Context: an optimization exercise on an open-source flow, tuned for small area. The choices shown serve that exercise and are no tape-out recipe.
Where RTL was checked, it was by simulation tests only, not by an equivalence proof against the original.
Only the layout flow was run in runs 1 to 3 and 7; the RTL was not checked for function there.
Power figures rest on the tool's default switching activity, not on a simulated workload.

===== flow/flow/run.sh =====
#!/bin/bash
# Own layout flow: the standard layout (standard.sh, all steps), with two
# changes made through ORFS's own variables:
#  - the port buffers that global placement inserts use the smallest buffer,
#    sky130_fd_sc_hd__buf_1, instead of the tool's pick;
#  - clock tree synthesis inserts no dummy loads, uses clkbuf_8 and clusters
#    of at most 20 sinks within 60 um.
# make's full output goes to standard.log here; ORFS's per-step logs are in
# orfs/logs/.
set -euo pipefail
export BUFFER_PORTS_ARGS="-buffer_cell sky130_fd_sc_hd__buf_1"
export CTS_ARGS="-sink_clustering_enable -repair_clock_nets -dont_use_dummy_load -buf_list sky130_fd_sc_hd__clkbuf_8 -sink_clustering_size 20 -sink_clustering_max_diameter 60"
bash standard.sh finish > standard.log 2>&1

===== flow/standard.sh =====
#!/bin/bash
# synth_recipe.tcl (not shown) runs the flow's synth.tcl, then flattens the netlist and writes it again
# the make line also repeats each setting of config.mk as NAME=value (left out here)
make -C /OpenROAD-flow-scripts/flow DESIGN_CONFIG=/design/flow/config.mk WORK_HOME=/design/flow/orfs CLKGATE_MAP_FILE= SYNTH_SCRIPT=/design/flow/synth_recipe.tcl "${@:-finish}"

===== flow/config.mk =====
export PLATFORM = sky130hd
export DESIGN_NAME = bf_top
export DESIGN_NICKNAME = bf_top
export VERILOG_FILES = /design/flow/design.v
export SDC_FILE = /design/flow/constraint.sdc
export NUM_CORES = 4
export LEC_CHECK = 0
export CAP_MARGIN = 20
export CORE_MARGIN = 2
export CORE_UTILIZATION = 60
export SLEW_MARGIN = 20

===== flow/constraint.sdc =====
create_clock -name core_clock -period 10.0 [get_ports {clk}]
set_input_delay 2.0000 -clock core_clock [delete_from_list [all_inputs] [get_ports {clk}]]
set_output_delay 2.0000 -clock core_clock [all_outputs]
set_load 0.01 [all_outputs]

===== flow/design.v =====
package bf_word_pkg;
   localparam int BUCKET_BITS = 4;
   localparam int NUM_BUCKETS = 12;
   localparam int EPOCH_BITS  = 8;
   localparam int TAG_BITS    = 16;
   localparam int ADDR_BITS   = 19;
   localparam int VEC_BITS   = NUM_BUCKETS * BUCKET_BITS;
   localparam int WORD_BITS  = VEC_BITS + EPOCH_BITS + TAG_BITS;   
   localparam int EPOCH_LSB  = TAG_BITS;
   localparam int BUCKET_LSB = TAG_BITS + EPOCH_BITS;
   typedef logic [BUCKET_BITS-1:0] bucket_t;
   typedef logic [VEC_BITS-1:0]    bucket_vec_t;    
   typedef logic [EPOCH_BITS-1:0]  epoch_t;
   typedef logic [TAG_BITS-1:0]    tag_t;
   typedef logic [ADDR_BITS-1:0]   sram_addr_t;
   typedef logic [WORD_BITS-1:0]   sram_word_t;
endpackage
package bf_ctrl_pkg;
   typedef logic req_kind_t;
   localparam logic KIND_INSERT = 1'b1;
   typedef enum logic [1:0] {
      SCRUB_RD,
      SCRUB_WR,
      REQ_RD,
      REQ_WR
   } engine_state_e;
endpackage
`timescale 1ns/100ps
module epoch_timer (
   input  logic                clk,
   input  logic                rst,
   output bf_word_pkg::epoch_t epoch
);
   localparam logic [10:0] START = 11'h001;
   localparam logic [10:0] LAST  = 11'h6ea;
   logic [10:0] lfsr;
   logic        last;
   assign last = (lfsr == LAST);
   always_ff @(posedge clk) begin
      if (rst || last)
         lfsr <= START;
      else
         lfsr <= {lfsr[9:0], lfsr[10] ^ lfsr[8]};
   end
   always_ff @(posedge clk) begin
      if (rst)
         epoch <= '0;
      else if (last)
         epoch <= epoch + 1'b1;
   end
endmodule
`timescale 1ns/100ps
module small_fifo #(
   parameter int AW = 19
) (
   input  logic          clk,
   input  logic          rst,
   input  logic [2*AW:0] din,
   input  logic          wr_en,
   input  logic          rd_en,
   input  logic          head_adv,
   input  logic          hsel,
   output logic [AW-1:0] addr,
   output logic          kind,
   output logic          empty,
   output logic          ready
);
   logic [2*AW:0] mem [7];
   logic [6:0]    wr_oh;
   logic [6:0]    rd_oh;
   logic [2:0]    count;
   logic          do_wr;
   assign ready = (count != 3'd7);
   assign empty = (count == 3'd0);
   assign do_wr = wr_en && ready;
   always_comb begin
      addr = '0;
      kind = 1'b0;
      for (int i = 0; i < 7; i++) begin
         addr = addr | (mem[i][AW-1:0] & {AW{rd_oh[i] && !hsel}})
                     | (mem[i][2*AW-1:AW] & {AW{rd_oh[i] && hsel}});
         kind = kind | (mem[i][2*AW] && rd_oh[i]);
      end
   end
   always_ff @(posedge clk) begin
      for (int i = 0; i < 7; i++)
         if (do_wr && wr_oh[i])
            mem[i] <= din;
   end
   always_ff @(posedge clk) begin
      if (rst) begin
         wr_oh <= 7'b1;
         rd_oh <= 7'b1;
         count <= '0;
      end else begin
         if (do_wr)
            wr_oh <= {wr_oh[5:0], wr_oh[6]};
         if (head_adv)
            rd_oh <= {rd_oh[5:0], rd_oh[6]};
         case ({do_wr, rd_en})
            2'b10:   count <= count + 1'b1;
            2'b01:   count <= count - 1'b1;
            default: count <= count;
         endcase
      end
   end
endmodule
`timescale 1ns/100ps
module bucket_update (
   input  logic [47:0] vec,
   input  logic [3:0]  age,
   input  logic        clr,
   input  logic        do_op,
   input  logic        kind,
   output logic [47:0] result
);
   logic [3:0]  p [12];
   logic [3:0]  m [12];
   logic [3:0]  r [12];
   logic [11:0] nz, en;
   logic        c0, c4, c8;
   logic [3:0]  f;
   logic        rm, ins;
   assign rm  = do_op && !kind;
   assign ins = do_op && kind;
   assign c0  = !clr && age[3:2] == 2'b00;
   assign c4  = !clr && age[2];
   assign c8  = !clr && age[3];
   assign f   = 4'b0001 << age[1:0];
   always_comb begin
      for (int i = 0; i < 12; i++) nz[i] = vec[i*4 +: 4] != 4'd0;
      for (int i = 0; i < 12; i++) begin
         en[i] = rm && nz[i];
         for (int k = i + 1; k < 12; k++) en[i] = en[i] && !nz[k];
         p[i] = vec[i*4 +: 4] - {3'd0, en[i]};
      end
      for (int j = 0; j < 12; j++) begin
         m[j] = c0 ? p[j] : 4'd0;
         if (j + 4 < 12) m[j] = m[j] | (c4 ? p[j+4] : 4'd0);
         if (j + 8 < 12) m[j] = m[j] | (c8 ? p[j+8] : 4'd0);
      end
      for (int j = 0; j < 12; j++) begin
         r[j] = f[0] ? m[j] : 4'd0;
         if (j + 1 < 12) r[j] = r[j] | (f[1] ? m[j+1] : 4'd0);
         if (j + 2 < 12) r[j] = r[j] | (f[2] ? m[j+2] : 4'd0);
         if (j + 3 < 12) r[j] = r[j] | (f[3] ? m[j+3] : 4'd0);
      end
      if (ins)
         r[11] = (clr || age != 4'd0) ? 4'd1 : (vec[47:44] == 4'hf) ? 4'hf : vec[47:44] + 1'b1;
      for (int j = 0; j < 12; j++) result[j*4 +: 4] = r[j];
   end
endmodule
`timescale 1ns/100ps
module bf_engine (
   input  logic        clk,
   input  logic        rst,
   input  logic        req_empty,
   input  logic        data_avail,
   output logic        take,
   output logic        do_op,
   output logic        req_pop,
   output logic        head_adv,
   output logic        hsel,
   output logic        sram_rd_req,
   output logic        sram_wr_req,
   output logic        rd_is_req,
   output logic        wr_is_req,
   output logic [9:0]  rp,
   output logic [9:0]  wp
);
   localparam logic [1:0] SCRUB_RD = 2'd0;
   localparam logic [1:0] SCRUB_WR = 2'd1;
   localparam logic [1:0] REQ_RD   = 2'd2;
   localparam logic [1:0] REQ_WR   = 2'd3;
   logic [1:0] state;
   logic [2:0] cnt;
   assign do_op     = (state == REQ_WR);
   assign take      = state[0] && data_avail;
   assign req_pop   = do_op && data_avail && hsel;
   assign rd_is_req = do_op;    
   assign head_adv  = sram_wr_req && wr_is_req && hsel;
   always_ff @(posedge clk)
      wr_is_req <= do_op;
   always_ff @(posedge clk) begin
      if (rst) begin
         state       <= SCRUB_RD;
         cnt         <= '0;
         hsel        <= 1'b0;
         sram_rd_req <= 1'b0;
         sram_wr_req <= 1'b0;
         rp          <= '0;
         wp          <= '0;
      end else begin
         sram_rd_req <= !state[0];
         sram_wr_req <= take;
         if (sram_rd_req && !rd_is_req)
            rp <= rp + 1'b1;
         if (sram_wr_req && !wr_is_req)
            wp <= wp + 1'b1;
         if (sram_wr_req && wr_is_req)
            hsel <= !hsel;
         case (state)
            SCRUB_RD: begin
               if (cnt == 3'd5) begin
                  cnt   <= '0;
                  state <= SCRUB_WR;
               end else begin
                  cnt <= cnt + 1'b1;
               end
            end
            SCRUB_WR: begin
               if (take) begin
                  if (cnt == 3'd5) begin
                     cnt   <= '0;
                     state <= req_empty ? SCRUB_RD : REQ_RD;
                  end else begin
                     cnt <= cnt + 1'b1;
                  end
               end
            end
            REQ_RD: state <= REQ_WR;
            default: begin
               if (take)
                  state <= hsel ? SCRUB_RD : REQ_RD;
            end
         endcase
      end
   end
endmodule
`timescale 1ns/100ps
module bf_top #(
   parameter int TABLE_DEPTH  = 1024,
   parameter int EPOCH_CYCLES = 2032,
   parameter int SCRUB_BATCH  = 6
) (
   input  logic                    clk,
   input  logic                    rst,
   input  logic                    req_valid,
   input  bf_ctrl_pkg::req_kind_t  req_kind,
   input  bf_word_pkg::sram_addr_t req_hash0,
   input  bf_word_pkg::sram_addr_t req_hash1,
   output logic                    req_ready,
   output logic                    sram_rd_req,
   output bf_word_pkg::sram_addr_t sram_rd_addr,
   input  bf_word_pkg::sram_word_t sram_rd_data,
   input  logic                    sram_rd_vld,
   output logic                    sram_wr_req,
   output bf_word_pkg::sram_addr_t sram_wr_addr,
   output bf_word_pkg::sram_word_t sram_wr_data
);
   logic [7:0]  epoch;
   logic [7:0]  epoch_q;      
   logic        req_empty;
   logic        req_pop;
   logic        head_adv;
   logic        head_kind;
   logic        hsel;
   logic [18:0] req_addr;
   logic        take, do_op, rd_is_req, wr_is_req;
   logic [9:0]  rp, wp;
   logic [7:0]  age_in;
   logic [3:0]  code_in;
   logic [52:0] dl [1:4];
   logic [4:1]  pend;
   logic [4:1]  sel;
   logic [52:0] word;
   logic [3:0]  age;
   logic [47:0] result;
   logic [47:0] wr_vec;
   epoch_timer u_timer (
      .clk   (clk),
      .rst   (rst),
      .epoch (epoch)
   );
   small_fifo req_queue (
      .clk      (clk),
      .rst      (rst),
      .din      ({req_kind, req_hash1, req_hash0}),
      .wr_en    (req_valid),
      .rd_en    (req_pop),
      .head_adv (head_adv),
      .hsel     (hsel),
      .addr     (req_addr),
      .kind     (head_kind),
      .empty    (req_empty),
      .ready    (req_ready)
   );
   bf_engine u_engine (
      .clk         (clk),
      .rst         (rst),
      .req_empty   (req_empty),
      .data_avail  (pend != 4'd0),
      .take        (take),
      .do_op       (do_op),
      .req_pop     (req_pop),
      .head_adv    (head_adv),
      .hsel        (hsel),
      .sram_rd_req (sram_rd_req),
      .sram_wr_req (sram_wr_req),
      .rd_is_req   (rd_is_req),
      .wr_is_req   (wr_is_req),
      .rp          (rp),
      .wp          (wp)
   );
   assign sel[4] = pend[4];
   assign sel[3] = pend[3] && !pend[4];
   assign sel[2] = pend[2] && pend[4:3] == 2'd0;
   assign sel[1] = pend[4:2] == 3'd0;
   assign word   = sel[4] ? dl[4] : sel[3] ? dl[3] : sel[2] ? dl[2] : dl[1];
   assign age_in  = epoch - sram_rd_data[23:16];
   assign code_in = (age_in < 8'd12) ? age_in[3:0] : (age_in == 8'hff) ? 4'hf : 4'hc;
   always_ff @(posedge clk) begin
      dl[1] <= {sram_rd_data[71:24], code_in, epoch[0]};
      dl[2] <= dl[1];
      dl[3] <= dl[2];
      dl[4] <= dl[3];
   end
   always_ff @(posedge clk) begin
      if (rst) begin
         pend <= '0;
      end else begin
         pend[1] <= sram_rd_vld;
         pend[2] <= pend[1] && !(take && sel[1]);
         pend[3] <= pend[2] && !(take && sel[2]);
         pend[4] <= pend[3] && !(take && sel[3]);
      end
   end
   assign age = word[4:1] + {3'd0, word[0] ^ epoch[0]};
   bucket_update u_update (
      .vec    (word[52:5]),
      .age    (age),
      .clr    (age[3] && age[2]),
      .do_op  (do_op),
      .kind   (head_kind),
      .result (result)
   );
   always_ff @(posedge clk) begin
      wr_vec  <= result;
      epoch_q <= epoch;
   end
   assign sram_rd_addr = rd_is_req ? req_addr : {9'd0, rp};
   assign sram_wr_addr = wr_is_req ? req_addr : {9'd0, wp};
   assign sram_wr_data = {wr_vec, epoch_q, sram_wr_addr[15:0]};
endmodule

==> results of run 1 <==
==> cell usage in the layout, fill, tap and decap left out, drive strengths merged, types with 10 or more instances in the layout <==
| master | instances |
|---|---|
| a211oi | 10 |
| nor2 | 133 |
| xor2 | 33 |
| inv | 40 |
| xnor2 | 31 |
| o21ai | 58 |
| and2 | 13 |
| nor2b | 26 |
| a21oi | 83 |
| a22o | 27 |
| edfxtp | 273 |
| dfxtp | 336 |
| nand3 | 38 |
| nor3 | 24 |
| a222oi | 11 |
| a22oi | 90 |
| a31oi | 25 |
| o22ai | 10 |
| a221oi | 30 |
| nand2 | 106 |
| clkbuf | 41 |
| and3 | 13 |
| nand4 | 10 |
| buf | 243 |
| mux2i | 40 |
| ha | 39 |
| mux2 | 61 |
==> final cells by class <==
cell class / instances / area (um^2) / share of cell area [%]
Antenna cell: 4 / 10.0 / 0.0404
Clock buffer: 40 / 551 / 2.22
Inverter: 43 / 161 / 0.651
Multi-Input combinational cell: 1054 / 7440 / 30.0
Sequential cell: 609 / 14900 / 60.2
Tap cell: 511 / 639 / 2.58
Timing Repair Buffer: 244 / 1060 / 4.26
==> metal layers <==
layer  track usage (%)  share of wire (%)
met3              4.75                5.5
met4              11.6                4.2
met2              48.7                 51
met5                 0              0.029
met1              33.1                 40
==> sequential cells by signal, indices dropped and copies added (netlist names) <==
register and count:
u_timer.lfsr 11, wr_vec 48, u_timer.epoch 8, dl 211
u_engine.sram_wr_req 1, req_queue.mem 273, u_engine.sram_rd_req 1, u_engine.rp 10
pend 4, u_engine.wr_is_req 1, u_engine.cnt 3, req_queue.count 3
u_engine.wp 10, req_queue.wr_oh 7, epoch_q 8, u_engine.state 2
u_engine.hsel 1, req_queue.rd_oh 7
==> stage by stage <==
| step | util, % | cells | instance area, um^2 | power [mW] | hold WS [ns] |
|---|---|---|---|---|---|
| 6_report | 65.5 | 2505 | 24800 | 4.13 | 0.296 |
| 4_1_cts | 65.4 | 2500 | 24800 | 4.16 | 0.289 |
| 3_3_place_gp | 63.9 | 2458 | 24200 | 3.11 | 0.325 |
| 3_5_place_dp | 64.0 | 2460 | 24200 | 3.12 | 0.331 |
| 2_1_floorplan | - | 1829 | 23100 | 2.99 | 0.322 |
| 5_1_grt | 65.5 | 2501 | 24800 | 4.29 | 0.293 |
==> worst reg2reg max path, cell delays in order, from the launching register on <==
cell      delay [ns]
dfxtp_2         0.74
nor2b_1         0.34
buf_4           0.27
a22o_1          0.19
a21oi_1         0.59
ha_1            0.27
o21ai_0         0.10
nor4_1          0.39
and4_1          0.32
and3_1          0.24
and4_1          0.27
nor2b_1         0.16
ha_1            0.18
inv_1           0.04
nor4_1          0.33
xor2_1          0.28
nor2_1          0.09
a211oi_1        0.27
o31a_1          0.19
mux2i_1         0.08
==> kinds of logic (layout without fill, tap and decap cells) <==
kind of cell	after synthesis	after routing	synth area share (%)
flip-flops	609	609	64.6
AO/OA/AOI/OAI	422	422	13.0
AND/OR/NAND/NOR	418	418	8.82
buffers and inverters	166	327	3.32
multiplexers	109	109	5.48
XOR/XNOR	64	64	2.57
adder cells (fa/ha/maj)	41	41	2.28
other	0	4	0
==> worst max-delay path by stage <==
stage                       start              end  slack (ns)  depth (start not counted)
floorplan                 pend[3]        wr_vec[3]        5.63                         23
global placement          pend[3]       wr_vec[11]        4.54                         19
detailed placement        pend[3]       wr_vec[11]        4.52                         19
CTS                 u_engine.hsel  sram_wr_data[1]        4.09                          7
global route        u_engine.hsel  sram_wr_data[1]        3.90                          7
finish              u_engine.hsel  sram_rd_addr[1]        4.02                          7
==> power breakdown <==
part	switching, mW	total, mW	leakage [nW]	internal [mW]
logic	0.221	0.348	3.26	0.127
registers	0.0350	2.72	5.27	2.68
clock network	0.708	1.07	0.288	0.362
total	0.964	4.13	8.82	3.17
==> summary.txt, run 1 <==
DR pass1 iterations = 5
number of flops mapped to enable cells by yosys = 273
grt total ovfl = 0
vias per cell = 5.94
core area = 37800 um^2
# port buffers = 211
Most common cell on crit path = o21ai_0
syn nets = 1985
crit share post-route = 59.8%
postcts setup bufs = 0
Final Critical Period = 5.98 ns
Fillers = 2967
status = complete, no violations
H-Tree Level Count = 2
GRT Total Usage = 27.5%
Die W = 200 um
Resize count post-CTS = 0
synth unique cells = 83
total wire length = 54900 um
Max clock buf depth = 3
chip height = 200 um
HP Class = reg2reg
fmax = 167 MHz
initial drt markers = 1130
hold depth = 0
synth top area cells = edfxtp_1 35%, dfxtp_1 29%, a22oi_1 2.9%
crit path max fanout = 59
Setup-failing EPs final = 0
CTS tree = done
post-route ant nets = 0
CTS sink count = 609
root buffer cell = clkbuf_8
cells after synthesis = 1829
DRC = 0
Crit path required time = 8.00 ns
CP top delay family = compound AO/OA/AOI/OAI gates
Async SR Flop Fraction = 0%
Critical R2R Capture = wr_vec[11]
CP Capture Type = primary output
via count = 14900
clk slew on worst S/H paths = 0.11 ns
Num CTS Buffers = 40
Max-Cap Viols = 0
share of layout cells above drive strength 1 = 8.19%
Worst EP arrival = 3.98 ns
pre-CTS setup slack = 4.52 ns
antenna violations before repair = 4
vias in the first global route = 14700
Avg Synthesized Cell Area = 12.6 um^2
#FFs+latches synth = 609
worst reg2reg startpoint = pend[3]
Ports = 228
final hold violations = 0
post-synth top area share = 35.5%
top post-synthesis cells by count = 336 x dfxtp_1, 273 x edfxtp_1, 132 x nor2_1
Post-CTS Hold Buffers = 0
Site Rows = 71
area growth from synthesis to layout = 7.24%
Nets = 2148
GP Congestion = 0.868
Slew Limit Fails = 0
dpl hpwl = 34900 um
Mapped Area = 23100 um^2
starting density of the core = 61.1%
Slew HR = 28.0%
clock insertion delay at the later pin of the skew report = 0.66 ns
Layout Skew = 0.0672 ns
Die Area = 40100 um^2
main flop type after synthesis = dfxtp_1
cell taking the most area after synthesis = edfxtp_1
cells on worst reg2reg path = 19
Wirelength per Cell = 21.9 um
top-count cell post-synth = dfxtp_1
Peak VDD IR = 0.149 mV
first-pass GRT wire length = 84700 um
CP Buf/Inv Count = 2
CP Class = reg2out
setup_tns = 0 ns
Ys Warns = 10
reg-to-reg slack, setup = 4.43 ns
crit-path cells = buf_4, mux2_2, a21oi_1, o21ai_0, a221oi_1, o21ai_0, buf_1
Worst path max stage delay = 0.87 ns
WHS Endpoint = dl[4][8]
Worst Tran Pin Value = 1.08 ns
P_leak = 8.82 nW
min-delay src = dl[3][8]
unrepaired setup endpoints after global routing = no
Seq/Total Area, Yosys = 64.6%
Setup WS post-layout = 4.02 ns
slowest stage cell, crit path = a221oi_1
largest net degree at the start of global routing = 68
Cell Pwr Density = 167 nW/um^2
type of origin of the critical path = flip-flop
==> inputs of run 2 (changes only) <==
==> flow/run.sh (new file) <==
#!/bin/bash
# synth_recipe.tcl (not shown) runs the flow's synth.tcl, then flattens the netlist and writes it again
# the make line also repeats each setting of config.mk as NAME=value (left out here)
make -C /OpenROAD-flow-scripts/flow DESIGN_CONFIG=/design/flow/config.mk WORK_HOME=/design/flow/orfs CLKGATE_MAP_FILE= SYNTH_SCRIPT=/design/flow/synth_recipe.tcl finish
--- a/flow/config.mk
+++ b/flow/config.mk
@@ -8,4 +8,6 @@
 export CAP_MARGIN = 20
 export CORE_MARGIN = 2
 export CORE_UTILIZATION = 60
+export CTS_BUF_LIST = sky130_fd_sc_hd__clkbuf_4
+export CTS_CLUSTER_SIZE = 20
 export SLEW_MARGIN = 20
removed: flow/flow/run.sh
removed: flow/standard.sh
==> summary.txt, run 2 <==
slowest stage cell, crit path = a221oi_1
simple-gate share of the synthesized area = 8.82%
Slew HR = 20.5%
fmax = 155 MHz
CP Class = reg2out
vias per cell = 5.83
Site Rows = 71
postcts setup bufs = 0
clock network fraction of total power = 39.1%
chip height = 200 um
vias in the first global route = 16100
post-synth top area share = 35.5%
Nets = 2253
mux cell area share after synthesis = 5.48%
hold depth = 0
DR pass1 iterations = 7
Adder-Cell Fraction of Synth Area = 2.28%
Post-CTS Hold Buffers = 0
clk slew on worst S/H paths = 0.07 ns
top-count cell post-synth = dfxtp_1
Final Critical Period = 6.45 ns
commonest cells after routing, fill and taps aside = 332 x dfxtp_1, 273 x edfxtp_1, 213 x clkbuf_4
root buffer cell = clkbuf_4
synth unique cells = 83
number of flops mapped to enable cells by yosys = 273
largest net degree at the start of global routing = 63
starting density of the core = 61.1%
syn nets = 1985
initial drt markers = 1230
GRT Total Usage = 28.8%
Die W = 200 um
unrepaired setup endpoints after global routing = no
Net Sw Frac = 23.5%
HP Class = reg2reg
Synth Area in XOR/XNOR = 2.57%
Worst Tran Pin Value = 1.19 ns
synth top area cells = edfxtp_1 35%, dfxtp_1 29%, a22oi_1 2.9%
Max-Cap Viols = 0
Seq/Total Area, Yosys = 64.6%
biggest regs = req_queue.mem x273, dl x211, wr_vec x48
main flop type after synthesis = dfxtp_1
Cell Pwr Density = 187 nW/um^2
core area = 37800 um^2
GP Congestion = 0.909
dpl hpwl = 35800 um
Mapped Area = 23100 um^2
Internal = 3.91 mW
crit share post-route = 64.5%
crit path max fanout = 50
Peak VDD IR = 0.127 mV
storage element area = 14900 um^2
pre-CTS setup slack = 4.22 ns
net switching power = 1.20 mW
CP Buf/Inv Count = 2
CTS tree = done
Ys Warns = 10
cell taking the most area after synthesis = edfxtp_1
P_leak = 10.1 nW
top post-synthesis cells by count = 336 x dfxtp_1, 273 x edfxtp_1, 132 x nor2_1
type of origin of the critical path = flip-flop
#FFs+latches synth = 609
CP Capture Type = primary output
Resize count post-CTS = 0
cells on worst reg2reg path = 18
Slew Limit Fails = 0
Fillers = 2774
CP top delay family = compound AO/OA/AOI/OAI gates
via count = 15800
crit-path cells = buf_4, mux2_2, a221oi_1, a21oi_1, clkdlybuf4s50_1
Largest Register = req_queue.mem
Sequential Power Share = 53.2%
Avg Synthesized Cell Area = 12.6 um^2
Gate power share = 7.7%
antenna violations before repair = 1
Hold WS = 0.330 ns
Num CTS Buffers = 148
post-route ant nets = 0
status = complete, no violations
Wirelength per Cell = 21.1 um
setup_tns = 0 ns
post-synthesis compound-gate area fraction = 13.0%
Ports = 228
grt total ovfl = 0
Async SR Flop Fraction = 0%
share of layout cells above drive strength 1 = 15.5%
# port buffers = 211
most common cell after layout, fill and taps aside = dfxtp_1
clock insertion delay at the later pin of the skew report = 0.86 ns
Die Area = 40100 um^2
first-pass GRT wire length = 89400 um
final hold violations = 0
H-Tree Level Count = 4
Max clock buf depth = 3
Setup WS post-layout = 3.55 ns
CTS sink count = 609
Worst path depth = 5
Worst path max stage delay = 0.95 ns
total power draw = 5.11 mW
area growth from synthesis to layout = 18.4%
Layout Skew = 0.0456 ns
total wire length = 57500 um
Crit path required time = 8.00 ns
combinational family with the most area after synthesis = compound AO/OA/AOI/OAI gates
Setup-failing EPs final = 0
max reg flops = 273
Worst EP arrival = 4.45 ns
DRC = 0
Multi-input gate area = 7440 um^2
cells after synthesis = 1829
Final Util = 72.3%
## run 2: cell counts after synthesis
Identical to the previous run, type by type.
## run 2: cell families (layout without fill, tap and decap cells)
logic type,after synthesis,count (layout)
flip-flops,609,609
AO/OA/AOI/OAI,422,422
AND/OR/NAND/NOR,418,418
buffers and inverters,166,542
multiplexers,109,109
XOR/XNOR,64,64
adder cells (fa/ha/maj),41,41
other,0,2
## run 2: power groups by stage
| stage | sequential [mW] | clock, mW | combinational [mW] |
|---|---|---|---|
| 4_1_cts | 2.72 | 2.05 | 0.392 |
| 2_1_floorplan | 2.77 | 0 | 0.215 |
| 3_5_place_dp | 2.77 | 0 | 0.390 |
| 3_3_place_gp | 2.77 | 0 | 0.386 |
| 6_report | 2.72 | 2.00 | 0.394 |
| 5_1_grt | 2.73 | 2.19 | 0.423 |
## run 2: final cells by class
| type | count | share of cell area [%] |
|---|---|---|
| Inverter | 43 | 0.590 |
| Sequential cell | 609 | 54.6 |
| Clock buffer | 213 | 5.84 |
| Antenna cell | 2 | 0.0183 |
| Clock inverter | 45 | 0.937 |
| Timing Repair Buffer | 241 | 8.53 |
| Multi-Input combinational cell | 1054 | 27.2 |
| Tap cell | 511 | 2.34 |
## run 2: through the flow
step	cells	area [um^2]
4_1_cts	2716	27400
6_report	2718	27400
3_3_place_gp	2458	25500
3_5_place_dp	2458	25500
2_1_floorplan	1829	23100
5_1_grt	2717	27400
## run 2: final timing paths
kind	end	slack (ns)	start
worst min-delay path	dl[3][16]	0.33	dl[2][16]
worst max-delay path	sram_wr_data[9]	3.55	u_engine.hsel
worst max register to register	wr_vec[11]	4.15	pend[4]
worst min register to register	dl[3][16]	0.33	dl[2][16]
## run 2: routing by layer
layer	global-route usage [%]	share of wire, %
met5	0	0
met4	12.7	3.4
met3	6.62	6.2
met2	51.2	52
met1	33.4	39
==> inputs of run 3 (changes only) <==
--- a/flow/config.mk
+++ b/flow/config.mk
@@ -8,6 +8,7 @@
 export CAP_MARGIN = 20
 export CORE_MARGIN = 2
 export CORE_UTILIZATION = 60
-export CTS_BUF_LIST = sky130_fd_sc_hd__clkbuf_4
+export CTS_BUF_LIST = sky130_fd_sc_hd__clkbuf_8
+export CTS_CLUSTER_DIAMETER = 60
 export CTS_CLUSTER_SIZE = 20
 export SLEW_MARGIN = 20
==> summary.txt, run 3 <==
Worst Tran Pin Value = 1.19 ns
Post-CTS Hold Buffers = 0
Num CTS Buffers = 40
final hold violations = 0
crit path max fanout = 50
Async SR Flop Fraction = 0%
storage element area = 14900 um^2
synth top area cells = edfxtp_1 35%, dfxtp_1 29%, a22oi_1 2.9%
unrepaired setup endpoints after global routing = no
Final Cell Area = 26300 um^2
GP Congestion = 0.909
DR pass1 iterations = 5
Worst EP arrival = 4.22 ns
commonest cells after routing, fill and taps aside = 332 x dfxtp_1, 273 x edfxtp_1, 210 x clkdlybuf4s50_1
Final Util = 69.4%
setup_tns = 0 ns
Nets = 2145
largest net degree at the start of global routing = 63
Mapped Area = 23100 um^2
CTS tree = done
Slew HR = 20.4%
vias in the first global route = 15000
min-delay src = dl[3][39]
type of origin of the critical path = flip-flop
Max-Cap Viols = 0
synth unique cells = 83
root buffer cell = clkbuf_8
CP Class = reg2out
Max clock buf depth = 3
grt total ovfl = 0
cells after synthesis = 1829
Ys Warns = 10
post-route ant nets = 0
Die W = 200 um
share of layout cells above drive strength 1 = 8.97%
Multi-input gate area = 7440 um^2
chip height = 200 um
Site Rows = 71
DRC = 0
post-synth top area share = 35.5%
dpl hpwl = 35800 um
Resize count post-CTS = 0
top post-synthesis cells by count = 336 x dfxtp_1, 273 x edfxtp_1, 132 x nor2_1
crit path launch = u_engine.hsel
CTS sink count = 609
HP Class = reg2reg
Setup-failing EPs final = 0
# port buffers = 211
worst reg2reg startpoint = pend[4]
status = complete, no violations
Fillers = 2862
starting density of the core = 61.1%
postcts setup bufs = 0
Seq/Total Area, Yosys = 64.6%
H-Tree Level Count = 2
top-count cell post-synth = dfxtp_1
Wirelength per Cell = 22.1 um
most common cell after layout, fill and taps aside = dfxtp_1
Setup WS post-layout = 3.78 ns
cell taking the most area after synthesis = edfxtp_1
CP Capture Type = primary output
Crit path required time = 8.00 ns
pre-CTS setup slack = 4.22 ns
vias per cell = 5.97
Layout Skew = 0.0183 ns
placed insts = 2458
Cell Pwr Density = 164 nW/um^2
Peak VDD IR = 0.140 mV
fmax = 161 MHz
initial drt markers = 1116
number of flops mapped to enable cells by yosys = 273
syn nets = 1985
clock insertion delay at the later pin of the skew report = 0.65 ns
antenna violations before repair = 0
clk slew on worst S/H paths = 0.11 ns
biggest regs = req_queue.mem x273, dl x211, wr_vec x48
Cell Area, Placed = 25500 um^2
Largest Register = req_queue.mem
Ports = 228
Slew Limit Fails = 0
core area = 37800 um^2
Die Area = 40100 um^2
area growth from synthesis to layout = 13.7%
total wire length = 55900 um
#FFs+latches synth = 609
GRT Total Usage = 27.8%
P_leak = 9.47 nW
crit share post-route = 62.2%
max reg flops = 273
main flop type after synthesis = dfxtp_1
via count = 15100
Final Critical Period = 6.22 ns
first-pass GRT wire length = 86400 um
Avg Synthesized Cell Area = 12.6 um^2
Non-Filler Instances = 2530
[run 3: cell counts after synthesis]
No cell type changed its count.
[run 3: per-layer routing]
layer  up-vias  track usage [%]  routed length (um)
met3        92             4.62                3180
met1      7447             33.5               21900
li1       7105                -                   -
met4         0             10.2                1780
met5         -                0                   0
met2       467             50.2               29100
[run 3: final timing paths]
kind                                        end  slack (ns)  cells after the start
worst min register to register        dl[4][39]        0.35                      0
worst min-delay path                  dl[4][39]        0.35                      0
worst max-delay path            sram_wr_data[7]        3.78                      5
worst max register to register       wr_vec[11]        4.09                     18
[run 3: power breakdown]
group / total (mW) / internal, mW / switching [mW]
registers: 2.72 / 2.68 / 0.0352
logic: 0.393 / 0.172 / 0.222
clock network: 1.21 / 0.425 / 0.781
total: 4.31 / 3.28 / 1.04
[run 3: stage by stage]
stage,total power [mW],hold slack [ns]
CTS,4.35,0.345
finish,4.31,0.351
global placement,3.16,0.328
global route,4.48,0.350
detailed placement,3.16,0.336
floorplan,2.99,0.322
[run 3: logic make-up (layout without fill, tap and decap cells)]
group	count (synthesis)	in the layout	synth area share, %
and+or+nand+nor	418	418	8.82
xor gates and xnor gates	64	64	2.57
buffers and inverters	166	355	3.32
DFF	609	609	64.6
AOI/OAI and AO/OA	422	422	13.0
muxes	109	109	5.48
adders and majority gates	41	41	2.28
other	0	1	0
[run 3: area by class of cell]
type | instances | share of cell area (%)
clock buffers | 42 | 2.20
clock inverters | 29 | 0.724
flip-flops and latches | 609 | 56.8
well taps | 511 | 2.43
inverters | 43 | 0.614
repair buffers | 241 | 8.88
diodes | 1 | 0.00952
multi-input cells | 1054 | 28.3
[run 3: worst max-delay path, cell delays in order, from the launching register on]
cell and delay [ns]:
dfxtp_4 0.76, buf_4 0.62, mux2_2 0.40, a221oi_1 1.00
a21oi_1 0.21, clkdlybuf4s50_1 0.54
==> inputs of run 4 (changes only) <==
--- a/flow/design.v
+++ b/flow/design.v
@@ -163,10 +163,8 @@
    output logic        hsel,
    output logic        sram_rd_req,
    output logic        sram_wr_req,
-   output logic        rd_is_req,
-   output logic        wr_is_req,
-   output logic [9:0]  rp,
-   output logic [9:0]  wp
+   output logic        addr_is_req,
+   output logic [9:0]  scrub_addr
 );
    localparam logic [1:0] SCRUB_RD = 2'd0;
    localparam logic [1:0] SCRUB_WR = 2'd1;
@@ -174,6 +172,12 @@
    localparam logic [1:0] REQ_WR   = 2'd3;
    logic [1:0] state;
    logic [2:0] cnt;
+   logic       rd_is_req;
+   logic       wr_is_req;
+   logic [9:0] wp;    
+   logic [2:0] rj;    
+   assign addr_is_req = sram_rd_req ? rd_is_req : wr_is_req;
+   assign scrub_addr  = wp + {7'd0, rj};
    assign do_op     = (state == REQ_WR);
    assign take      = state[0] && data_avail;
    assign req_pop   = do_op && data_avail && hsel;
@@ -188,13 +192,13 @@
          hsel        <= 1'b0;
          sram_rd_req <= 1'b0;
          sram_wr_req <= 1'b0;
-         rp          <= '0;
+         rj          <= '0;
          wp          <= '0;
       end else begin
          sram_rd_req <= !state[0];
          sram_wr_req <= take;
          if (sram_rd_req && !rd_is_req)
-            rp <= rp + 1'b1;
+            rj <= (rj == 3'd5) ? 3'd0 : rj + 1'b1;
          if (sram_wr_req && !wr_is_req)
             wp <= wp + 1'b1;
          if (sram_wr_req && wr_is_req)
@@ -256,8 +260,9 @@
    logic        head_kind;
    logic        hsel;
    logic [18:0] req_addr;
-   logic        take, do_op, rd_is_req, wr_is_req;
-   logic [9:0]  rp, wp;
+   logic        take, do_op, addr_is_req;
+   logic [9:0]  scrub_addr;
+   logic [18:0] addr;
    logic [7:0]  age_in;
    logic [3:0]  code_in;
    logic [52:0] dl [1:4];
@@ -297,10 +302,8 @@
       .hsel        (hsel),
       .sram_rd_req (sram_rd_req),
       .sram_wr_req (sram_wr_req),
-      .rd_is_req   (rd_is_req),
-      .wr_is_req   (wr_is_req),
-      .rp          (rp),
-      .wp          (wp)
+      .addr_is_req (addr_is_req),
+      .scrub_addr  (scrub_addr)
    );
    assign sel[4] = pend[4];
    assign sel[3] = pend[3] && !pend[4];
@@ -338,7 +341,8 @@
       wr_vec  <= result;
       epoch_q <= epoch;
    end
-   assign sram_rd_addr = rd_is_req ? req_addr : {9'd0, rp};
-   assign sram_wr_addr = wr_is_req ? req_addr : {9'd0, wp};
-   assign sram_wr_data = {wr_vec, epoch_q, sram_wr_addr[15:0]};
+   assign addr         = addr_is_req ? req_addr : {9'd0, scrub_addr};
+   assign sram_rd_addr = addr;
+   assign sram_wr_addr = addr;
+   assign sram_wr_data = {wr_vec, epoch_q, addr[15:0]};
 endmodule
--- a/flow/config.mk
+++ b/flow/config.mk
@@ -9,6 +9,6 @@
 export CORE_MARGIN = 2
 export CORE_UTILIZATION = 60
 export CTS_BUF_LIST = sky130_fd_sc_hd__clkbuf_8
-export CTS_CLUSTER_DIAMETER = 60
-export CTS_CLUSTER_SIZE = 20
+export CTS_CLUSTER_DIAMETER = 50
+export CTS_CLUSTER_SIZE = 16
 export SLEW_MARGIN = 20
==> summary.txt, run 4 <==
Slew HR = 31.3%
postcts setup bufs = 0
GP Congestion = 0.910
Cell Pwr Density = 169 nW/um^2
number of flops mapped to enable cells by yosys = 273
Fillers = 2832
Peak VDD IR = 0.132 mV
starting density of the core = 61.2%
Post-CTS Hold Buffers = 0
crit share post-route = 59.9%
syn nets = 2037
GRT Total Usage = 27.0%
Avg Synthesized Cell Area = 12.3 um^2
share of layout cells above drive strength 1 = 8.74%
post-synth top area share = 35.4%
Final Util = 69.8%
# port buffers = 211
area growth from synthesis to layout = 14.0%
Crit path required time = 8.00 ns
DRC = 0
top-count cell post-synth = dfxtp_1
commonest cells after routing, fill and taps aside = 321 x dfxtp_1, 273 x edfxtp_1, 210 x clkdlybuf4s50_1
Metal-1 WL = 21400 um
antenna violations before repair = 2
CP Capture Type = primary output
CTS sink count = 602
DR pass1 iterations = 5
post-route ant nets = 0
Seq/Total Area, Yosys = 63.8%
routed wl met2 = 27200 um
synth top area cells = edfxtp_1 35%, dfxtp_1 28%, mux2i_1 2.9%
root buffer cell = clkbuf_8
grt total ovfl = 0
Slew Limit Fails = 0
max reg flops = 273
crit path max fanout = 72
Die W = 201 um
fmax = 167 MHz
Num CTS Buffers = 48
CTS tree = done
biggest regs = req_queue.mem x273, dl x211, wr_vec x48
dpl hpwl = 33500 um
total power draw = 4.47 mW
setup_tns = 0 ns
type of origin of the critical path = flip-flop
HP Class = reg2reg
chip height = 201 um
CP Buf/Inv Count = 2
Max-Cap Viols = 0
H-Tree Level Count = 2
main flop type after synthesis = dfxtp_1
CP top delay family = buffers and inverters
P_leak = 9.52 nW
via count = 15300
Layout Skew = 0.0159 ns
total wire length = 53900 um
Async SR Flop Fraction = 0%
Site Rows = 71
#FFs+latches synth = 602
top post-synthesis cells by count = 329 x dfxtp_1, 273 x edfxtp_1, 127 x nor2_1
Max clock buf depth = 3
vias per cell = 5.96
clock insertion delay at the later pin of the skew report = 0.67 ns
slowest stage cell, crit path = buf_4
Mapped Area = 23200 um^2
most common cell after layout, fill and taps aside = dfxtp_1
Largest Register = req_queue.mem
Worst EP arrival = 3.99 ns
first-pass GRT wire length = 85100 um
cells after synthesis = 1878
uppermost layer routed = met5
unrepaired setup endpoints after global routing = no
Final Critical Period = 5.99 ns
clk slew on worst S/H paths = 0.10 ns
cell taking the most area after synthesis = edfxtp_1
CP Class = reg2out
status = complete, no violations
Worst Tran Pin Value = 1.03 ns
crit-path cells = buf_4, mux2_2, a221o_1, nor3_1, a21oi_1, clkdlybuf4s50_1
Resize count post-CTS = 0
Wirelength per Cell = 21.0 um
vias in the first global route = 15200
largest net degree at the start of global routing = 78
Setup-failing EPs final = 0
Ports = 228
Nets = 2179
Ys Warns = 10
core area = 37800 um^2
synth unique cells = 87
DR WL met3 = 2910 um
initial drt markers = 1137
Die Area = 40200 um^2
Worst path max stage delay = 0.73 ns
final hold violations = 0
[run 4: cell count changes after synthesis, sizes merged, moves of 11 or more]
cell,delta
a21oi,+25
a22oi,-17
buf,+23
mux2,-15
mux2i,+28
nand3,+11
[run 4: cell families after synthesis]
kind of cell	after synthesis	share of synthesized area [%]
fa+ha+maj	44	2.47
flops	602	63.8
xor+xnor	58	2.31
mux	114	5.17
compound gates	424	12.9
simple gates	446	9.38
buf+inv	190	3.98
[run 4: layer usage]
metal	vias up	GRT usage [%]
li1	7200	-
met1	7467	33.5
met2	465	46.8
met3	134	3.86
met4	2	12.8
met5	-	0
[run 4: layout make-up]
type	count	area, um^2	share of cell area (%)
sequential	602	14800	56.0
multi-input combinational	1086	7500	28.4
timing repair buffer	236	2290	8.68
clock buffer	53	729	2.76
tap	511	639	2.42
clock inverter	26	290	1.10
inverter	46	173	0.653
antenna	1	2.50	0.00947
[run 4: power by group]
group | leakage, nW | switching [mW] | internal [mW]
registers | 5.22 | 0.0347 | 2.65
logic | 3.74 | 0.195 | 0.148
clock network | 0.558 | 0.788 | 0.651
total | 9.52 | 1.02 | 3.45
[run 4: through the flow]
stage                     hold slack, ns  setup slack (ns)  std cells  instance area (um^2)
final                              0.341              4.01       2561                 26400
after global routing               0.356              3.88       2560                 26400
after CTS                          0.343              3.96       2560                 26400
after detailed placement           0.335              4.56       2481                 25400
after global placement             0.328              4.59       2481                 25400
after floorplan                    0.323              5.74       1878                 23200
[run 4: final timing paths]
kind,start,to,slack (ns),cells after the start
min reg2reg,dl[2][18],dl[3][18],0.34,0
max,u_engine.hsel,sram_wr_addr[6],4.01,6
max reg2reg,pend[3],wr_vec[3],4.55,20
min,dl[2][18],dl[3][18],0.34,0
[run 4: worst reg2reg max path, stage by stage (launching register included)]
cell and delay (ns):
dfxtp_2 0.40, buf_4 0.65, nor2b_1 0.15, a22o_1 0.21, a21oi_1 0.50, ha_1 0.24, o21ai_0 0.11, nor4_1 0.48
and4_1 0.30, nand4_1 0.17, nor2_1 0.16, nand2_1 0.13, nor3b_1 0.29, ha_1 0.22, inv_1 0.05, nor3b_1 0.23
xor2_1 0.17, nor3_1 0.10, a2111oi_2 0.38, a31oi_1 0.12, a22o_1 0.29
==> inputs of run 5 (changes only) <==
==> flow/flow/run.sh (new file) <==
#!/bin/bash
# Own layout flow: the standard layout (standard.sh, all steps), with two
# changes made through ORFS's own variables:
#  - the port buffers that global placement inserts use the smallest buffer,
#    sky130_fd_sc_hd__buf_1, instead of the tool's pick;
#  - clock tree synthesis inserts no dummy loads, uses clkbuf_8 and clusters
#    of at most 16 sinks within 50 um.
# make's full output goes to standard.log here; ORFS's per-step logs are in
# orfs/logs/.
set -euo pipefail
export BUFFER_PORTS_ARGS="-buffer_cell sky130_fd_sc_hd__buf_1"
export CTS_ARGS="-sink_clustering_enable -repair_clock_nets -dont_use_dummy_load -buf_list sky130_fd_sc_hd__clkbuf_8 -sink_clustering_size 16 -sink_clustering_max_diameter 50"
bash standard.sh finish > standard.log 2>&1
==> flow/standard.sh (new file) <==
#!/bin/bash
# synth_recipe.tcl (not shown) runs the flow's synth.tcl, then flattens the netlist and writes it again
# the make line also repeats each setting of config.mk as NAME=value (left out here)
make -C /OpenROAD-flow-scripts/flow DESIGN_CONFIG=/design/flow/config.mk WORK_HOME=/design/flow/orfs CLKGATE_MAP_FILE= SYNTH_SCRIPT=/design/flow/synth_recipe.tcl "${@:-finish}"
--- a/flow/config.mk
+++ b/flow/config.mk
@@ -8,7 +8,4 @@
 export CAP_MARGIN = 20
 export CORE_MARGIN = 2
 export CORE_UTILIZATION = 60
-export CTS_BUF_LIST = sky130_fd_sc_hd__clkbuf_8
-export CTS_CLUSTER_DIAMETER = 50
-export CTS_CLUSTER_SIZE = 16
 export SLEW_MARGIN = 20
removed: flow/run.sh
==> summary.txt, run 5 <==
Fillers = 2965
Ys Warns = 10
Num CTS Buffers = 50
synth unique cells = 87
CTS tree = done
Largest Register = req_queue.mem
status = complete, no violations
Worst Tran Pin Value = 0.741 ns
syn nets = 2037
initial drt markers = 1075
CP endpoint = wr_vec[3]
DRC = 0
Cell Pwr Density = 168 nW/um^2
unrepaired setup endpoints after global routing = no
Peak VDD IR = 0.125 mV
Slew Limit Fails = 0
min-delay src = dl[2][22]
Async SR Flop Fraction = 0%
grt total ovfl = 0
Resize count post-CTS = 0
Wirelength per Cell = 21.2 um
largest net degree at the start of global routing = 64
Layout Skew = 0.0445 ns
Final Critical Period = 5.58 ns
cells on worst reg2reg path = 21
Net Sw Frac = 23.1%
fmax = 179 MHz
Critical R2R Capture = wr_vec[3]
area growth from synthesis to layout = 7.08%
share of layout cells above drive strength 1 = 7.90%
H-Tree Level Count = 2
core area = 37800 um^2
Max-Cap Viols = 0
CP Class = reg2reg
clock network fraction of total power = 28.2%
crit path launch = pend[2]
clock insertion delay at the later pin of the skew report = 0.64 ns
commonest cells after routing, fill and taps aside = 325 x dfxtp_1, 273 x edfxtp_1, 210 x buf_1
Mapped Area = 23200 um^2
antenna violations before repair = 3
Seq/Total Area, Yosys = 63.8%
storage element area = 14800 um^2
Ports = 228
cells after synthesis = 1878
CTS sink count = 602
Crit path required time = 10.53 ns
Gate power share = 7.2%
Non-Filler Instances = 2536
Multi-input gate area = 7500 um^2
number of flops mapped to enable cells by yosys = 273
Site Rows = 71
dpl hpwl = 33400 um
cell taking the most area after synthesis = edfxtp_1
type of origin of the critical path = flip-flop
starting density of the core = 61.2%
vias in the first global route = 15200
most common cell after layout, fill and taps aside = dfxtp_1
chip height = 201 um
postcts setup bufs = 0
worst reg2reg startpoint = pend[2]
Nets = 2186
Post-CTS Hold Buffers = 0
Worst EP arrival = 6.11 ns
GRT Total Usage = 26.7%
HP Class = reg2reg
# port buffers = 211
Die W = 201 um
root buffer cell = clkbuf_8
CP Capture Type = flip-flop
max reg flops = 273
Avg Synthesized Cell Area = 12.3 um^2
synth top area cells = edfxtp_1 35%, dfxtp_1 28%, mux2i_1 2.9%
placed insts = 2486
via count = 15100
P_leak = 8.83 nW
biggest regs = req_queue.mem x273, dl x211, wr_vec x48
first-pass GRT wire length = 84400 um
#FFs+latches synth = 602
top-count cell post-synth = dfxtp_1
Slew HR = 50.6%
reg-to-reg slack, setup = 4.42 ns
top post-synthesis cells by count = 329 x dfxtp_1, 273 x edfxtp_1, 127 x nor2_1
total wire length = 53700 um
main flop type after synthesis = dfxtp_1
Die Area = 40200 um^2
final hold violations = 0
post-route ant nets = 0
GP Congestion = 0.889
crit share post-route = 55.8%
crit path max fanout = 47
clk slew on worst S/H paths = 0.09 ns
DR pass1 iterations = 5
ant diodes = 0
Setup-failing EPs final = 0
Max clock buf depth = 3
setup_tns = 0 ns
Sequential Power Share = 64.5%
total power draw = 4.16 mW
net switching power = 0.958 mW
post-synth top area share = 35.4%
vias per cell = 5.96
Internal = 3.20 mW
run 5: cell counts after synthesis:
No cell type changed its count.
run 5: cell families (layout without fill, tap and decap cells):
| group | after synthesis | after routing | synth area share, % |
|---|---|---|---|
| DFF | 602 | 602 | 63.8 |
| xor gates and xnor gates | 58 | 58 | 2.31 |
| muxes | 114 | 114 | 5.17 |
| and+or+nand+nor | 446 | 446 | 9.38 |
| adders and majority gates | 44 | 44 | 2.47 |
| AOI/OAI and AO/OA | 424 | 424 | 12.9 |
| buffers and inverters | 190 | 337 | 3.98 |
run 5: power groups by stage:
stage                     Combinational [mW]  Sequential, mW  Clock [mW]
after floorplan                        0.188            2.73           0
after global placement                 0.295            2.74           0
after detailed placement               0.299            2.74           0
after CTS                              0.300            2.68        1.21
after global routing                   0.330            2.69        1.30
final                                  0.300            2.68        1.17
run 5: stage by stage:
stage                     utilization [%]  area (um^2)  setup slack [ns]  hold slack [ns]
after floorplan                         -        23200              5.74            0.323
after global placement               63.7        24100              4.60            0.325
after detailed placement             63.7        24100              4.44            0.333
after CTS                            65.6        24800              4.40            0.311
after global routing                 65.6        24800              4.03            0.309
final                                65.6        24800              4.42            0.313
run 5: worst max-delay path, cell delays in order, from the launching register on:
cell and delay (ns):
dfxtp_2 0.32, buf_4 0.57, nor3_4 0.08, buf_4 0.29, a22o_1 0.23, a21oi_1 0.50
ha_1 0.25, o21ai_0 0.10, nor4_1 0.51, and4_1 0.29, nand4_1 0.17, nor2_1 0.16
nand2_1 0.13, nor3b_1 0.29, ha_1 0.23, inv_1 0.05, nor3b_1 0.24, xor2_1 0.17
nor3_1 0.10, a2111oi_2 0.35, a31oi_1 0.12, a22o_1 0.29
run 5: cell type report:
| type | count | area share (%) |
|---|---|---|
| clock buffers | 50 | 2.77 |
| inverters | 46 | 0.696 |
| multi-input cells | 1086 | 30.2 |
| flip-flops and latches | 602 | 59.6 |
| well taps | 511 | 2.58 |
| repair buffers | 241 | 4.10 |
run 5: metal layers:
| layer | vias up | wire length (um) | GRT usage (%) |
|---|---|---|---|
| met2 | 406 | 27100 | 46.5 |
| met5 | - | 39 | 0 |
| li1 | 7158 | - | - |
| met3 | 131 | 2780 | 4.81 |
| met4 | 6 | 2200 | 11.1 |
| met1 | 7408 | 21600 | 32.9 |
run 5: worst min path at each step:
stage | to | cells past startpoint | slack, ns
2_1_floorplan | dl[4][27] | 0 | 0.32
4_1_cts | dl[3][22] | 0 | 0.31
3_5_place_dp | dl[2][49] | 0 | 0.33
6_report | dl[3][22] | 0 | 0.31
3_3_place_gp | dl[4][18] | 0 | 0.33
5_1_grt | dl[3][22] | 0 | 0.31
==> inputs of run 6 (changes only) <==
--- a/flow/design.v
+++ b/flow/design.v
@@ -130,9 +130,14 @@
    always_comb begin
       for (int i = 0; i < 12; i++) nz[i] = vec[i*4 +: 4] != 4'd0;
       for (int i = 0; i < 12; i++) begin
+         logic [3:0] v;
+         v = vec[i*4 +: 4];
          en[i] = rm && nz[i];
          for (int k = i + 1; k < 12; k++) en[i] = en[i] && !nz[k];
-         p[i] = vec[i*4 +: 4] - {3'd0, en[i]};
+         p[i][0] = v[0] ^ en[i];
+         p[i][1] = v[1] ^ (en[i] && !v[0]);
+         p[i][2] = v[2] ^ (en[i] && !v[0] && !v[1]);
+         p[i][3] = v[3] && !(en[i] && !v[0] && !v[1] && !v[2]);
       end
       for (int j = 0; j < 12; j++) begin
          m[j] = c0 ? p[j] : 4'd0;
==> flow/flow/run.sh (replaced) <==
#!/bin/bash
# Own layout flow: the standard layout (standard.sh, all steps), with
# three changes:
#  - synthesis runs the standard flow's own script (synth_recipe.tcl) unchanged except that
#    ABC maps the logic with an area-oriented script (flow/abc_area.script)
#    in place of ORFS's speed script; the registers are mapped as before;
#  - the port buffers that global placement inserts use the smallest buffer,
#    sky130_fd_sc_hd__buf_1 (ORFS variable BUFFER_PORTS_ARGS);
#  - clock tree synthesis inserts no dummy loads, uses clkbuf_8 and clusters
#    of at most 16 sinks within 50 um (ORFS variable CTS_ARGS).
# make's full output goes to standard.log here; ORFS's per-step logs are in
# orfs/logs/.
set -euo pipefail
here=$(pwd)
{
  cat <<'TCL'
# synth_recipe.tcl with ABC's -script replaced by $::env(MY_ABC_SCRIPT)
proc abc {args} {
  set i [lsearch -exact $args -script]
  if { $i >= 0 } {
    set args [lreplace $args $i [expr {$i + 1}] -script $::env(MY_ABC_SCRIPT)]
  }
  yosys abc {*}$args
}
TCL
  cat "$here/synth_recipe.tcl"
} > "$here/my_synth.tcl"
export MY_ABC_SCRIPT="$here/flow/abc_area.script"
export BUFFER_PORTS_ARGS="-buffer_cell sky130_fd_sc_hd__buf_1"
export CTS_ARGS="-sink_clustering_enable -repair_clock_nets -dont_use_dummy_load -buf_list sky130_fd_sc_hd__clkbuf_8 -sink_clustering_size 16 -sink_clustering_max_diameter 50"
bash standard.sh "SYNTH_SCRIPT=$here/my_synth.tcl" finish > standard.log 2>&1
==> flow/flow/abc_area.script (new file) <==
strash
dch -f
map -a
strash
dch -f
map -a
strash
dch -f
map -a
topo
==> summary.txt, run 6 <==
slowest stage cell, crit path = clkinv_1
CTS tree = done
total wire length = 52400 um
cell taking the most area after synthesis = edfxtp_1
Setup-failing EPs final = 0
Cell Pwr Density = 175 nW/um^2
Worst path max stage delay = 1.10 ns
# port buffers = 211
Max clock buf depth = 3
clk slew on worst S/H paths = 0.09 ns
Seq/Total Area, Yosys = 68.8%
first-pass GRT wire length = 80700 um
HP Class = reg2reg
Mapped Area = 21500 um^2
Resize count post-CTS = 0
setup_tns = 0 ns
Fillers = 2755
initial drt markers = 1078
Num CTS Buffers = 48
#FFs+latches synth = 602
via count = 14700
Avg Synthesized Cell Area = 12.3 um^2
fmax = 156 MHz
type of origin of the critical path = flip-flop
Final Cell Area = 23600 um^2
top-count cell post-synth = dfxtp_1
Ys Warns = 10
post-route ant nets = 0
synth top area cells = edfxtp_1 38%, dfxtp_1 31%, a22oi_1 5.6%
number of flops mapped to enable cells by yosys = 273
vias in the first global route = 14200
DRC = 0
P_leak = 8.25 nW
Post-CTS Hold Buffers = 0
Setup WS post-layout = 3.60 ns
max reg flops = 273
core area = 35400 um^2
grt total ovfl = 0
crit share post-route = 64.0%
Peak VDD IR = 0.145 mV
Worst Tran Pin Value = 1.00 ns
antenna violations before repair = 2
Final Critical Period = 6.40 ns
status = complete, no violations
synth unique cells = 38
Nets = 2179
dpl hpwl = 34300 um
Ports = 228
Largest Register = req_queue.mem
biggest regs = req_queue.mem x273, dl x211, wr_vec x48
top post-synthesis cells by count = 329 x dfxtp_1, 273 x edfxtp_1, 221 x nand2_1
commonest cells after routing, fill and taps aside = 329 x dfxtp_1, 273 x edfxtp_1, 221 x nand2_1
vias per cell = 5.95
largest net degree at the start of global routing = 44
post-synth top area share = 38.2%
GRT Total Usage = 27.8%
Async SR Flop Fraction = 0%
CTS sink count = 602
share of layout cells above drive strength 1 = 6.08%
crit path max fanout = 20
Slew HR = 32.8%
chip height = 193 um
Slew Limit Fails = 0
root buffer cell = clkbuf_8
H-Tree Level Count = 2
Cell Area, Placed = 22900 um^2
cells after synthesis = 1748
DR pass1 iterations = 5
Site Rows = 69
CP Class = reg2out
pre-CTS setup slack = 4.25 ns
area growth from synthesis to layout = 9.63%
Wirelength per Cell = 21.3 um
Die Area = 37300 um^2
CP Capture Type = primary output
crit-path cells = clkinv_1, nor2_1, nor2_1, a21oi_1, clkinv_1, a221oi_1, a32oi_1, buf_1
main flop type after synthesis = dfxtp_1
GP Congestion = 0.970
unrepaired setup endpoints after global routing = no
postcts setup bufs = 0
final hold violations = 0
starting density of the core = 60.7%
Worst EP arrival = 4.40 ns
Layout Skew = 0.0513 ns
Max-Cap Viols = 0
most common cell after layout, fill and taps aside = dfxtp_1
Crit path required time = 8.00 ns
clock insertion delay at the later pin of the skew report = 0.64 ns
syn nets = 1919
Hold WS = 0.294 ns
Die W = 193 um
==> run 6: cell count changes after synthesis, moves of 42 or more <==
cell      before  now
mux2i_1       68    0
nand2_1      116  221
mux2_2        46    0
clkinv_1       2  158
a22oi_1       73  159
a21oi_1      107   55
inv_1         42    0
clkbuf_1      60    0
==> run 6: through the flow <==
stage                     utilization, %  cells  total power [mW]
final                               66.5   2468              4.13
after global routing                66.5   2467              4.29
after CTS                           66.5   2466              4.16
after detailed placement            64.6   2418              3.05
after global placement              64.6   2418              3.04
after floorplan                        -   1748              2.92
==> run 6: cell type report <==
cell class	count	area [um^2]	area share, %
sequential	602	14800	62.8
inverter	158	593	2.52
timing repair buffer	246	1060	4.51
antenna	1	2.50	0.0106
tap	461	577	2.45
clock buffer	48	661	2.80
multi-input combinational	952	5870	24.9
==> run 6: metal layers <==
metal	vias to the layer above	share of wire [%]	GRT usage, %
met1	6986	41	37.1
met3	119	7.6	4.46
met2	638	47	45.6
met5	-	0.031	0
met4	2	3.9	11.9
li1	6941	-	-
==> run 6: logic make-up (layout without fill, tap and decap cells) <==
logic type,after synthesis,after routing,synth area share [%]
compound gates,424,424,14.4
xor+xnor,12,12,0.489
fa+ha+maj,56,56,3.37
buf+inv,194,452,4.02
flops,602,602,68.8
other cells,0,1,0
simple gates,460,460,8.94
==> run 6: where the power goes <==
| group | switching [mW] | leakage, nW | internal [mW] | total [mW] |
|---|---|---|---|---|
| Combinational | 0.215 | 2.69 | 0.0926 | 0.307 |
| Sequential | 0.0304 | 5.22 | 2.65 | 2.68 |
| Clock | 0.710 | 0.345 | 0.429 | 1.14 |
==> run 6: worst max-delay path, delay by kind of cell, from the launching register on <==
kind                   cells  cell delay [ns]
AO/OA/AOI/OAI              3             1.59
buffers and inverters      3             1.41
flip-flops                 1             0.43
AND/OR/NAND/NOR            2             0.35
==> run 6: worst paths after layout <==
kind / startpoint / endpoint / slack, ns / cells after the start
worst max-delay path: u_engine.state[0] / sram_wr_addr[1] / 3.60 / 8
worst min-delay path: dl[3][18] / dl[4][18] / 0.29 / 0
worst max register to register: pend[3] / wr_vec[7] / 4.83 / 19
worst min register to register: dl[3][18] / dl[4][18] / 0.29 / 0
==> inputs of run 7 (changes only) <==
--- a/flow/design.v
+++ b/flow/design.v
@@ -140,15 +140,15 @@
          p[i][3] = v[3] && !(en[i] && !v[0] && !v[1] && !v[2]);
       end
       for (int j = 0; j < 12; j++) begin
-         m[j] = c0 ? p[j] : 4'd0;
-         if (j + 4 < 12) m[j] = m[j] | (c4 ? p[j+4] : 4'd0);
-         if (j + 8 < 12) m[j] = m[j] | (c8 ? p[j+8] : 4'd0);
+         m[j] = f[0] ? p[j] : 4'd0;
+         if (j + 1 < 12) m[j] = m[j] | (f[1] ? p[j+1] : 4'd0);
+         if (j + 2 < 12) m[j] = m[j] | (f[2] ? p[j+2] : 4'd0);
+         if (j + 3 < 12) m[j] = m[j] | (f[3] ? p[j+3] : 4'd0);
       end
       for (int j = 0; j < 12; j++) begin
-         r[j] = f[0] ? m[j] : 4'd0;
-         if (j + 1 < 12) r[j] = r[j] | (f[1] ? m[j+1] : 4'd0);
-         if (j + 2 < 12) r[j] = r[j] | (f[2] ? m[j+2] : 4'd0);
-         if (j + 3 < 12) r[j] = r[j] | (f[3] ? m[j+3] : 4'd0);
+         r[j] = c0 ? m[j] : 4'd0;
+         if (j + 4 < 12) r[j] = r[j] | (c4 ? m[j+4] : 4'd0);
+         if (j + 8 < 12) r[j] = r[j] | (c8 ? m[j+8] : 4'd0);
       end
       if (ins)
          r[11] = (clr || age != 4'd0) ? 4'd1 : (vec[47:44] == 4'hf) ? 4'hf : vec[47:44] + 1'b1;
==> flow/flow/abc_area.script (replaced) <==
strash
&get -n
&deepsyn -T 60
&put
dch -f
map -a
strash
dch -f
map -a
topo
--- a/flow/config.mk
+++ b/flow/config.mk
@@ -7,5 +7,5 @@
 export LEC_CHECK = 0
 export CAP_MARGIN = 20
 export CORE_MARGIN = 2
-export CORE_UTILIZATION = 60
+export CORE_UTILIZATION = 70
 export SLEW_MARGIN = 20
==> summary.txt, run 7 <==
CP Buf/Inv Count = 4
Setup-failing EPs final = 0
clock insertion delay at the later pin of the skew report = 0.60 ns
hold depth = 0
Final Critical Period = 5.62 ns
Peak VDD IR = 0.130 mV
setup_tns = 0 ns
CTS tree = done
worst reg2reg startpoint = pend[4]
Post-CTS Hold Buffers = 0
most common cell after layout, fill and taps aside = dfxtp_1
Synth Area in XOR/XNOR = 0.532%
synth unique cells = 45
grt total ovfl = 0
Ys Warns = 10
vias per cell = 6.17
final hold violations = 0
commonest cells after routing, fill and taps aside = 329 x dfxtp_1, 273 x edfxtp_1, 220 x nor2_1
Avg Synthesized Cell Area = 12.3 um^2
initial drt markers = 1204
crit share post-route = 56.2%
HP Class = reg2reg
Seq/Total Area, Yosys = 69.1%
min-delay src = dl[1][47]
Num CTS Buffers = 48
clk slew on worst S/H paths = 0.09 ns
dpl hpwl = 33500 um
total power draw = 4.15 mW
met2 Track Usage GR = 54.5%
GRT Total Usage = 31.7%
chip height = 179 um
placed insts = 2347
Crit path required time = 8.00 ns
reg-to-reg slack, setup = 4.90 ns
Worst EP arrival = 3.62 ns
post-synthesis compound-gate area fraction = 13.7%
Adder-Cell Fraction of Synth Area = 3.38%
area growth from synthesis to layout = 9.08%
cells after synthesis = 1746
root buffer cell = clkbuf_8
Critical R2R Capture = wr_vec[12]
Slew HR = 28.4%
CP top delay family = buffers and inverters
Worst Tran Pin Value = 1.07 ns
Cell Pwr Density = 178 nW/um^2
antenna violations before repair = 2
mux cell area share after synthesis = 0.0935%
Worst path max stage delay = 0.71 ns
share of layout cells above drive strength 1 = 6.05%
core area = 30300 um^2
top post-synthesis cells by count = 329 x dfxtp_1, 273 x edfxtp_1, 223 x nor2_1
Ports = 228
Nets = 2172
Wirelength per Cell = 21.4 um
status = complete, no violations
vias in the first global route = 14200
Largest Register = req_queue.mem
GR Util met1 = 40.1%
Site Rows = 64
biggest regs = req_queue.mem x273, dl x211, wr_vec x48
Max clock buf depth = 3
syn nets = 1917
CTS sink count = 602
number of flops mapped to enable cells by yosys = 273
DRC = 0
Max-Cap Viols = 0
Fillers = 1970
Resize count post-CTS = 0
slowest stage cell, crit path = clkinv_1
cell taking the most area after synthesis = edfxtp_1
Most common cell on crit path = nor2_1
crit-path cells = clkinv_1, nor2_1, nor2_1, a21oi_1, buf_4, clkinv_1, a221o_2, nor2_1, a32oi_1, buf_1
first-pass GRT wire length = 77500 um
max reg flops = 273
H-Tree Level Count = 2
CP Capture Type = primary output
Die Area = 32000 um^2
GP Congestion = 0.922
DR pass1 iterations = 5
starting density of the core = 70.5%
cells on worst reg2reg path = 15
CP Class = reg2out
# port buffers = 211
via count = 14800
Die W = 179 um
synth top area cells = edfxtp_1 38%, dfxtp_1 31%, nor2_1 3.9%
crit path max fanout = 18
P_leak = 8.18 nW
Async SR Flop Fraction = 0%
type of origin of the critical path = flip-flop
largest net degree at the start of global routing = 54
met3 Track Usage GR = 4.58%
total wire length = 51300 um
post-synth top area share = 38.3%
postcts setup bufs = 0
Mapped Area = 21400 um^2
Final Util = 76.9%
fmax = 178 MHz
simple-gate share of the synthesized area = 9.25%
#FFs+latches synth = 602
GR peak layer = met2
combinational family with the most area after synthesis = compound AO/OA/AOI/OAI gates
main flop type after synthesis = dfxtp_1
unrepaired setup endpoints after global routing = no
Non-Filler Instances = 2400
WHS Endpoint = dl[2][47]
Slew Limit Fails = 0
Layout Skew = 0.0544 ns
post-route ant nets = 0
top-count cell post-synth = dfxtp_1
-- run 7: power breakdown --
group / internal, mW / switching, mW / leakage (nW)
combinational: 0.104 / 0.243 / 2.62
clock: 0.429 / 0.704 / 0.345
sequential: 2.64 / 0.0304 / 5.21
-- run 7: final cells by class --
class	instances	area (um^2)	share of cell area, %
clock buffer	48	661	2.83
inverter	156	586	2.51
antenna	5	12.5	0.0536
sequential	602	14800	63.3
tap	396	495	2.12
timing repair buffer	241	1020	4.36
multi-input combinational	952	5790	24.8
-- run 7: layer usage --
metal	share of wire [%]	up-vias	wire length, um
li1	-	6890	-
met4	4.0	0	2030
met5	0	-	0
met1	39	7057	19900
met2	50	720	25600
met3	7.3	141	3770
-- run 7: kinds of logic after synthesis --
logic type	after synthesis
flip-flops	602
AND/OR/NAND/NOR	472
AO/OA/AOI/OAI	409
buffers and inverters	192
adder cells (fa/ha/maj)	56
XOR/XNOR	13
multiplexers	2
-- run 7: worst max path at each step --
stage / from / endpoint / slack [ns] / cells past startpoint
final: u_engine.state[0] / sram_wr_data[8] / 4.38 / 10
after global placement: pend[4] / wr_vec[12] / 4.82 / 15
after floorplan: u_engine.state[0] / sram_wr_addr[8] / 5.47 / 9
after global routing: u_engine.state[0] / sram_wr_data[8] / 4.14 / 10
after CTS: u_engine.state[0] / sram_wr_data[8] / 4.36 / 10
after detailed placement: pend[4] / wr_vec[12] / 4.78 / 15
-- run 7: metrics by stage --
stage / hold slack, ns / worst slack, ns / instance area, um^2
finish: 0.294 / 4.38 / 23300
global route: 0.291 / 4.14 / 23300
detailed placement: 0.336 / 4.78 / 22700
floorplan: 0.326 / 5.47 / 21400
global placement: 0.332 / 4.82 / 22700
CTS: 0.297 / 4.36 / 23300

re-timing with driven ports:
In the flow no input, the clock included, has a driving cell. The finished layouts below were timed again as built, in two steps.
Step 1 (the two cells are an assumption about what drives the block):
set clk [get_ports {clk}]
set_driving_cell -lib_cell sky130_fd_sc_hd__clkbuf_16 $clk
set_driving_cell -lib_cell sky130_fd_sc_hd__buf_2 [delete_from_list [all_inputs] $clk]
Step 2 adds t to the input delays and takes it off the output delays; t is the mean of the earliest and latest rising clock arrival at the registers after step 1. Input paths then give back, and output paths get back, about the clock's delay inside the block.
a / b / c = ideal ports / drivers / drivers and shift; a / b = the first two.
| run | t, ns | slack for setup (ns) | clock arrival spread, ns | slew at the worst register clock pin (ns) | worst slew at a driven data input, ns |
|---|---|---|---|---|---|
| run 1 | 0.679 | 4.016 / 3.961 / 4.432 | 0.067 / 0.067 | 0.12 / 0.12 | 0.09 |
| run 2 | 0.886 | 3.550 / 3.497 / 4.150 | 0.046 / 0.046 | 0.07 / 0.07 | 0.08 |
| run 3 | 0.689 | 3.781 / 3.729 / 4.092 | 0.019 / 0.019 | 0.12 / 0.12 | 0.08 |
| run 4 | 0.715 | 4.007 / 3.954 / 4.550 | 0.024 / 0.024 | 0.11 / 0.11 | 0.10 |
| run 5 | 0.683 | 4.419 / 4.410 / 4.419 | 0.064 / 0.064 | 0.10 / 0.10 | 0.10 |
| run 6 | 0.670 | 3.604 / 3.550 / 4.220 | 0.057 / 0.057 | 0.10 / 0.10 | 0.09 |
| run 7 | 0.626 | 4.377 / 4.328 / 4.903 | 0.073 / 0.072 | 0.10 / 0.10 | 0.09 |
After both steps every run listed still meets setup and hold.
